Source: an optimization exercise on an open RTL-to-GDS flow (aim: small area and a short achievable clock period). Production flows keep margins and buffers that such runs may drop.
Function was checked by simulation only, so behaviour that the tests miss may differ from the original.

==> 11-10 <==
## mul_simd_top
module mul_simd_top
(
   input  logic        clk,
   input  logic        rst_n,
   input  logic        in_valid,
   input  logic [1:0]  op,
   input  logic [31:0] a,
   input  logic [31:0] b,
   output logic        out_valid,
   output logic [63:0] result
);
   logic v1_r;
   always_ff @(posedge clk or negedge rst_n) begin
      if (!rst_n) begin
         v1_r      <= 1'b0;
         out_valid <= 1'b0;
      end else begin
         v1_r      <= in_valid;
         out_valid <= v1_r;
      end
   end
   logic wide, sgn;
   assign wide = ~op[1];
   assign sgn  = op[0];
   logic [3:0] w0_r;    
   logic       s0_r;
   logic [15:0] b0_r;
   logic [7:0]  bo0_r, bt0_r, bn0_r;    
   logic [7:0]  d0_one, d0_two;
   always_comb begin
      for (int j = 0; j < 8; j++) begin
         logic x2, x1, x0;
         x2 = a[0 + 2*j + 1];
         x1 = a[0 + 2*j];
         x0 = (j == 0) ? 1'b0 : (j == 4) ? (a[7] & wide) : a[0 + 2*j - 1];
         d0_one[j] = x1 ^ x0;
         d0_two[j] = (x2 & ~x1 & ~x0) | (~x2 & x1 & x0);
      end
   end
   logic [7:0] ml0_r, mh0_r;    
   logic       bx0_r;             
   logic [23:0] r0_r, r0_d;
   logic [15:0] r0_w;
   logic [7:0]  r0_b;
   logic [15:0] r0_wk;
   logic [7:0]  r0_bk;
   assign r0_wk = b[15:0] + 16'h5556;
   assign r0_bk = b[15:8] + 8'h56;
   assign r0_w = (~sgn & a[15]) ? r0_wk : 16'h5556;
   assign r0_b = (~sgn & a[15]) ? r0_bk : 8'h56;
   always_comb begin
      if (wide) r0_d = {r0_w, 1'b0, a[15], 1'b0, a[13], 1'b0, a[11], 1'b0, a[9]};
      else      r0_d = {r0_b, 1'b0, a[15], 1'b0, a[13], 1'b0, a[11], 1'b0, a[9],
                         (~sgn & a[7]) ? b[7:0] : 8'd0};
   end
   always_ff @(posedge clk) begin
      w0_r  <= {4{wide}};
      s0_r  <= sgn;
      b0_r  <= b[15:0];
      bo0_r <= d0_one;
  ...
Settings: LEC_CHECK=0, CAP_MARGIN=20, CORE_MARGIN=2, CORE_UTILIZATION=60, SLEW_MARGIN=20; clock period 9.5 ns.
standard.sh (not shown) runs the stock make flow with config.mk's settings and CLKGATE_MAP_FILE= SYNTH_SCRIPT=/design/flow/synth_recipe.tcl, a recipe that flattens the netlist after the stock synthesis.
==> flow/flow/run.sh <==
#!/bin/bash
# Own layout flow: the standard synthesis unchanged, then
#  - (if POLARITY=1) flow/polarity.py removes inverters between full-adder
#    cells of the synthesized netlist by choosing each adder's polarity
#    (registers, ports and the function are unchanged),
#  - the standard ORFS steps with a few resizer settings changed (knobs.sh):
#    port buffers are buf cells (the default pick is a slow delay buffer),
#    the resizer may swap cells across footprints, and repair_timing aims for
#    extra setup slack.
# Each step's full output goes to a log file in this folder.
set -euo pipefail
cd "$(dirname "$0")/.."
source flow/knobs.sh
R=orfs/results/sky130hd/mul_simd_top/base
bash standard.sh synth > flow_synth.log 2>&1
if [[ "${POLARITY:-0}" == 1 ]]; then
  cp $R/1_2_yosys.v flow_synth_netlist.v
  python3 flow/polarity.py $R/1_2_yosys.v > flow_polarity.log 2>&1
  rm -f $R/1_synth.odb $R/1_synth.sdc
fi
bash standard.sh "${KNOBS[@]}" finish > flow_layout.log 2>&1
==> flow/flow/knobs.sh <==
POLARITY=1
KNOBS=(
  MATCH_CELL_FOOTPRINT=0
  "BUFFER_PORTS_ARGS=-buffer_cell sky130_fd_sc_hd__buf_2"
  SETUP_SLACK_MARGIN=5.4
)
Other scripts of this flow, unchanged in this note and not shown: flow/flow/polarity.py
==> 12-03 (differences from 11-10) <==
--- a/flow/design.v
+++ b/flow/design.v
@@ -111,15 +111,17 @@
    end
    logic [7:0] lo0_r;
    logic cy0_r;
    logic [31:8] bs0_r;    
    logic [5:0] bg0_r;    
+   logic [5:0] bp0_r;    
    logic w20_r;
    logic [7:0] lo1_r;
    logic cy1_r;
    logic [31:8] bs1_r;    
    logic [5:0] bg1_r;    
+   logic [5:0] bp1_r;    
    logic w21_r;
    wire l0_onew0 = bo0_r[0] & w0_r[1];
    wire l0_twow0 = bt0_r[0] & w0_r[2];
    wire l0_nnw0 = ~bn0_r[0] & w0_r[3];
    wire l0_onew1 = bo0_r[1] & w0_r[0];
@@ -1604,30 +1606,35 @@
       bs0_r[8] <= l0_b0_p0;
       bs0_r[9] <= l0_b0_s1;
       bs0_r[10] <= l0_b0_s2;
       bs0_r[11] <= l0_b0_s3;
       bg0_r[0] <= l0_b0_c4;
+      bp0_r[0] <= l0_b0_p0 & l0_b0_p1 & l0_b0_p2 & l0_b0_p3;
       bs0_r[12] <= l0_b1_p0;
       bs0_r[13] <= l0_b1_s1;
       bs0_r[14] <= l0_b1_s2;
       bs0_r[15] <= l0_b1_s3;
-      bg0_r[1] <= l0_b1_c4;
+      bg0_r[1] <= l0_b1_c4 & w0_r[3];
+      bp0_r[1] <= l0_b1_p0 & l0_b1_p1 & l0_b1_p2 & l0_b1_p3 & w0_r[3];
       bs0_r[16] <= l0_b2_p0;
       bs0_r[17] <= l0_b2_s1;
       bs0_r[18] <= l0_b2_s2;
       bs0_r[19] <= l0_b2_s3;
       bg0_r[2] <= l0_b2_c4;
+      bp0_r[2] <= l0_b2_p0 & l0_b2_p1 & l0_b2_p2 & l0_b2_p3;
       bs0_r[20] <= l0_b3_p0;
       bs0_r[21] <= l0_b3_s1;
       bs0_r[22] <= l0_b3_s2;
       bs0_r[23] <= l0_b3_s3;
       bg0_r[3] <= l0_b3_c4;
+      bp0_r[3] <= l0_b3_p0 & l0_b3_p1 & l0_b3_p2 & l0_b3_p3;
       bs0_r[24] <= l0_b4_p0;
       bs0_r[25] <= l0_b4_s1;
       bs0_r[26] <= l0_b4_s2;
       bs0_r[27] <= l0_b4_s3;
       bg0_r[4] <= l0_b4_c4;
+      bp0_r[4] <= l0_b4_p0 & l0_b4_p1 & l0_b4_p2 & l0_b4_p3;
       bs0_r[28] <= l0_b5_p0;
       bs0_r[29] <= l0_b5_s1;
       bs0_r[30] <= l0_b5_s2;
       bs0_r[31] <= l0_b5_s3;
       lo1_r[0] <= l1_la_p0;
@@ -1642,30 +1649,35 @@
       bs1_r[8] <= l1_b0_p0;
       bs1_r[9] <= l1_b0_s1;
       bs1_r[10] <= l1_b0_s2;
       bs1_r[11] <= l1_b0_s3;
       bg1_r[0] <= l1_b0_c4;
+      bp1_r[0] <= l1_b0_p0 & l1_b0_p1 & l1_b0_p2 & l1_b0_p3;
       bs1_r[12] <= l1_b1_p0;
       bs1_r[13] <= l1_b1_s1;
       bs1_r[14] <= l1_b1_s2;
       bs1_r[15] <= l1_b1_s3;
-      bg1_r[1] <= l1_b1_c4;
+      bg1_r[1] <= l1_b1_c4 & w1_r[3];
+      bp1_r[1] <= l1_b1_p0 & l1_b1_p1 & l1_b1_p2 & l1_b1_p3 & w1_r[3];
       bs1_r[16] <= l1_b2_p0;
       bs1_r[17] <= l1_b2_s1;
       bs1_r[18] <= l1_b2_s2;
       bs1_r[19] <= l1_b2_s3;
       bg1_r[2] <= l1_b2_c4;
+      bp1_r[2] <= l1_b2_p0 & l1_b2_p1 & l1_b2_p2 & l1_b2_p3;
       bs1_r[20] <= l1_b3_p0;
       bs1_r[21] <= l1_b3_s1;
       bs1_r[22] <= l1_b3_s2;
       bs1_r[23] <= l1_b3_s3;
       bg1_r[3] <= l1_b3_c4;
+      bp1_r[3] <= l1_b3_p0 & l1_b3_p1 & l1_b3_p2 & l1_b3_p3;
       bs1_r[24] <= l1_b4_p0;
       bs1_r[25] <= l1_b4_s1;
       bs1_r[26] <= l1_b4_s2;
       bs1_r[27] <= l1_b4_s3;
       bg1_r[4] <= l1_b4_c4;
+      bp1_r[4] <= l1_b4_p0 & l1_b4_p1 & l1_b4_p2 & l1_b4_p3;
       bs1_r[28] <= l1_b5_p0;
       bs1_r[29] <= l1_b5_s1;
       bs1_r[30] <= l1_b5_s2;
       bs1_r[31] <= l1_b5_s3;
    end
@@ -1676,47 +1688,47 @@
    assign result[9] = bs0_r[9] ^ (f0_c0 & f0_q0_1);
    wire f0_q0_2 = bs0_r[8] & bs0_r[9];
    assign result[10] = bs0_r[10] ^ (f0_c0 & f0_q0_2);
    wire f0_q0_3 = bs0_r[8] & bs0_r[9] & bs0_r[10];
    assign result[11] = bs0_r[11] ^ (f0_c0 & f0_q0_3);
-   wire f0_n0 = (bg0_r[0] | ((bs0_r[8] & bs0_r[9] & bs0_r[10] & bs0_r[11]) & f0_c0));
+   wire f0_n0 = (bg0_r[0] | ((bp0_r[0]) & f0_c0));
    wire f0_c1 = f0_n0;
    assign result[12] = bs0_r[12] ^ f0_c1;
    wire f0_q1_1 = bs0_r[12];
    assign result[13] = bs0_r[13] ^ (f0_c1 & f0_q1_1);
    wire f0_q1_2 = bs0_r[12] & bs0_r[13];
    assign result[14] = bs0_r[14] ^ (f0_c1 & f0_q1_2);
    wire f0_q1_3 = bs0_r[12] & bs0_r[13] & bs0_r[14];
    assign result[15] = bs0_r[15] ^ (f0_c1 & f0_q1_3);
-   wire f0_n1 = ((bg0_r[1] | ((bs0_r[12] & bs0_r[13] & bs0_r[14] & bs0_r[15]) & f0_c1)) & w20_r);
+   wire f0_n1 = (bg0_r[1] | ((bp0_r[1]) & f0_c1));
    wire f0_c2 = f0_n1;
    assign result[16] = bs0_r[16] ^ f0_c2;
    wire f0_q2_1 = bs0_r[16];
    assign result[17] = bs0_r[17] ^ (f0_c2 & f0_q2_1);
    wire f0_q2_2 = bs0_r[16] & bs0_r[17];
    assign result[18] = bs0_r[18] ^ (f0_c2 & f0_q2_2);
    wire f0_q2_3 = bs0_r[16] & bs0_r[17] & bs0_r[18];
    assign result[19] = bs0_r[19] ^ (f0_c2 & f0_q2_3);
-   wire f0_n2 = (bg0_r[2] | ((bs0_r[16] & bs0_r[17] & bs0_r[18] & bs0_r[19]) & f0_c2));
+   wire f0_n2 = (bg0_r[2] | ((bp0_r[2]) & f0_c2));
    wire f0_c3 = f0_n2;
    assign result[20] = bs0_r[20] ^ f0_c3;
    wire f0_q3_1 = bs0_r[20];
    assign result[21] = bs0_r[21] ^ (f0_c3 & f0_q3_1);
    wire f0_q3_2 = bs0_r[20] & bs0_r[21];
    assign result[22] = bs0_r[22] ^ (f0_c3 & f0_q3_2);
    wire f0_q3_3 = bs0_r[20] & bs0_r[21] & bs0_r[22];
    assign result[23] = bs0_r[23] ^ (f0_c3 & f0_q3_3);
-   wire f0_n3 = (bg0_r[3] | ((bs0_r[20] & bs0_r[21] & bs0_r[22] & bs0_r[23]) & f0_c3));
+   wire f0_n3 = (bg0_r[3] | ((bp0_r[3]) & f0_c3));
    wire f0_c4 = f0_n3;
    assign result[24] = bs0_r[24] ^ f0_c4;
    wire f0_q4_1 = bs0_r[24];
    assign result[25] = bs0_r[25] ^ (f0_c4 & f0_q4_1);
    wire f0_q4_2 = bs0_r[24] & bs0_r[25];
    assign result[26] = bs0_r[26] ^ (f0_c4 & f0_q4_2);
    wire f0_q4_3 = bs0_r[24] & bs0_r[25] & bs0_r[26];
    assign result[27] = bs0_r[27] ^ (f0_c4 & f0_q4_3);
-   wire f0_n4 = (bg0_r[4] | ((bs0_r[24] & bs0_r[25] & bs0_r[26] & bs0_r[27]) & f0_c4));
+   wire f0_n4 = (bg0_r[4] | ((bp0_r[4]) & f0_c4));
    wire f0_c5 = f0_n4;
    assign result[28] = bs0_r[28] ^ f0_c5;
    wire f0_q5_1 = bs0_r[28];
    assign result[29] = bs0_r[29] ^ (f0_c5 & f0_q5_1);
    wire f0_q5_2 = bs0_r[28] & bs0_r[29];
@@ -1730,47 +1742,47 @@
    assign result[41] = bs1_r[9] ^ (f1_c0 & f1_q0_1);
    wire f1_q0_2 = bs1_r[8] & bs1_r[9];
    assign result[42] = bs1_r[10] ^ (f1_c0 & f1_q0_2);
    wire f1_q0_3 = bs1_r[8] & bs1_r[9] & bs1_r[10];
    assign result[43] = bs1_r[11] ^ (f1_c0 & f1_q0_3);
-   wire f1_n0 = (bg1_r[0] | ((bs1_r[8] & bs1_r[9] & bs1_r[10] & bs1_r[11]) & f1_c0));
+   wire f1_n0 = (bg1_r[0] | ((bp1_r[0]) & f1_c0));
    wire f1_c1 = f1_n0;
    assign result[44] = bs1_r[12] ^ f1_c1;
    wire f1_q1_1 = bs1_r[12];
    assign result[45] = bs1_r[13] ^ (f1_c1 & f1_q1_1);
    wire f1_q1_2 = bs1_r[12] & bs1_r[13];
    assign result[46] = bs1_r[14] ^ (f1_c1 & f1_q1_2);
    wire f1_q1_3 = bs1_r[12] & bs1_r[13] & bs1_r[14];
    assign result[47] = bs1_r[15] ^ (f1_c1 & f1_q1_3);
-   wire f1_n1 = ((bg1_r[1] | ((bs1_r[12] & bs1_r[13] & bs1_r[14] & bs1_r[15]) & f1_c1)) & w21_r);
+   wire f1_n1 = (bg1_r[1] | ((bp1_r[1]) & f1_c1));
    wire f1_c2 = f1_n1;
    assign result[48] = bs1_r[16] ^ f1_c2;
    wire f1_q2_1 = bs1_r[16];
    assign result[49] = bs1_r[17] ^ (f1_c2 & f1_q2_1);
    wire f1_q2_2 = bs1_r[16] & bs1_r[17];
    assign result[50] = bs1_r[18] ^ (f1_c2 & f1_q2_2);
    wire f1_q2_3 = bs1_r[16] & bs1_r[17] & bs1_r[18];
    assign result[51] = bs1_r[19] ^ (f1_c2 & f1_q2_3);
-   wire f1_n2 = (bg1_r[2] | ((bs1_r[16] & bs1_r[17] & bs1_r[18] & bs1_r[19]) & f1_c2));
+   wire f1_n2 = (bg1_r[2] | ((bp1_r[2]) & f1_c2));
    wire f1_c3 = f1_n2;
    assign result[52] = bs1_r[20] ^ f1_c3;
    wire f1_q3_1 = bs1_r[20];
    assign result[53] = bs1_r[21] ^ (f1_c3 & f1_q3_1);
    wire f1_q3_2 = bs1_r[20] & bs1_r[21];
    assign result[54] = bs1_r[22] ^ (f1_c3 & f1_q3_2);
    wire f1_q3_3 = bs1_r[20] & bs1_r[21] & bs1_r[22];
    assign result[55] = bs1_r[23] ^ (f1_c3 & f1_q3_3);
-   wire f1_n3 = (bg1_r[3] | ((bs1_r[20] & bs1_r[21] & bs1_r[22] & bs1_r[23]) & f1_c3));
+   wire f1_n3 = (bg1_r[3] | ((bp1_r[3]) & f1_c3));
    wire f1_c4 = f1_n3;
    assign result[56] = bs1_r[24] ^ f1_c4;
    wire f1_q4_1 = bs1_r[24];
    assign result[57] = bs1_r[25] ^ (f1_c4 & f1_q4_1);
    wire f1_q4_2 = bs1_r[24] & bs1_r[25];
    assign result[58] = bs1_r[26] ^ (f1_c4 & f1_q4_2);
    wire f1_q4_3 = bs1_r[24] & bs1_r[25] & bs1_r[26];
    assign result[59] = bs1_r[27] ^ (f1_c4 & f1_q4_3);
-   wire f1_n4 = (bg1_r[4] | ((bs1_r[24] & bs1_r[25] & bs1_r[26] & bs1_r[27]) & f1_c4));
+   wire f1_n4 = (bg1_r[4] | ((bp1_r[4]) & f1_c4));
    wire f1_c5 = f1_n4;
    assign result[60] = bs1_r[28] ^ f1_c5;
    wire f1_q5_1 = bs1_r[28];
    assign result[61] = bs1_r[29] ^ (f1_c5 & f1_q5_1);
    wire f1_q5_2 = bs1_r[28] & bs1_r[29];
==> flow/flow/knobs.sh (replaced) <==
POLARITY=1
KNOBS=(
  MATCH_CELL_FOOTPRINT=0
  "BUFFER_PORTS_ARGS=-buffer_cell sky130_fd_sc_hd__buf_2"
  SETUP_SLACK_MARGIN=5.2
)
Settings changed: CTS_BUF_LIST set to sky130_fd_sc_hd__clkbuf_8 sky130_fd_sc_hd__clkbuf_16, CTS_CLUSTER_DIAMETER set to 100, CTS_CLUSTER_SIZE set to 24.
==> out/results.tsv <==
metric	value	unit
vias	14500	
fill_cells	2792	
p_comb_share	65.4	%
fin_util	64.7	%
seq_area_share	23.8	%
cts_num_sinks	251	
dpl.hpwl	36500	um
die_w	189	um
max_slew_margin	36.6	%
outcome	finished clean	
clock_area_share	1.99	%
[end of results for 12-03]
==> out/results.tsv <==
metric	value	unit
cts_num_sinks	242	
p_comb_share	61.4	%
dr_wl_met3	3820	um
clock_area_share	4.60	%
fill_cells	2672	
dpl.hpwl	39100	um
die_w	188	um
fin_util	69.1	%
seq_area_share	22.1	%
outcome	finished clean	
[end of results for 11-10]

==> afterwards: timing with drivers on the ports <==
In the flow no input, the clock included, has a driving cell. The finished layouts below were timed again as built, in two steps.
Step 1: set_driving_cell puts a clkbuf_16 on clk and a buf_2 on each other input, an assumption about the parent block.
Step 2 moves the port delays by t, midway between the first and last clock arrival at a register: inputs arrive t later, outputs are due t later. That takes back most of the time a late clock gives input paths.
a / b / c = no drivers / after step 1 / after step 2; a / b = the first two.
run | shift t [ns] | setup slack, ns | worst slew at a driven data input, ns
11-10 | 0.607 | 5.315 / 5.262 / 5.536 | 0.06
12-03 | 0.546 | 5.294 / 5.242 / 5.265 | 0.06
After both steps setup and hold are still met in every run listed. For 12-03, which loses most, drivers alone change the setup slack by -0.052 ns; drivers and shift together by -0.029 ns.
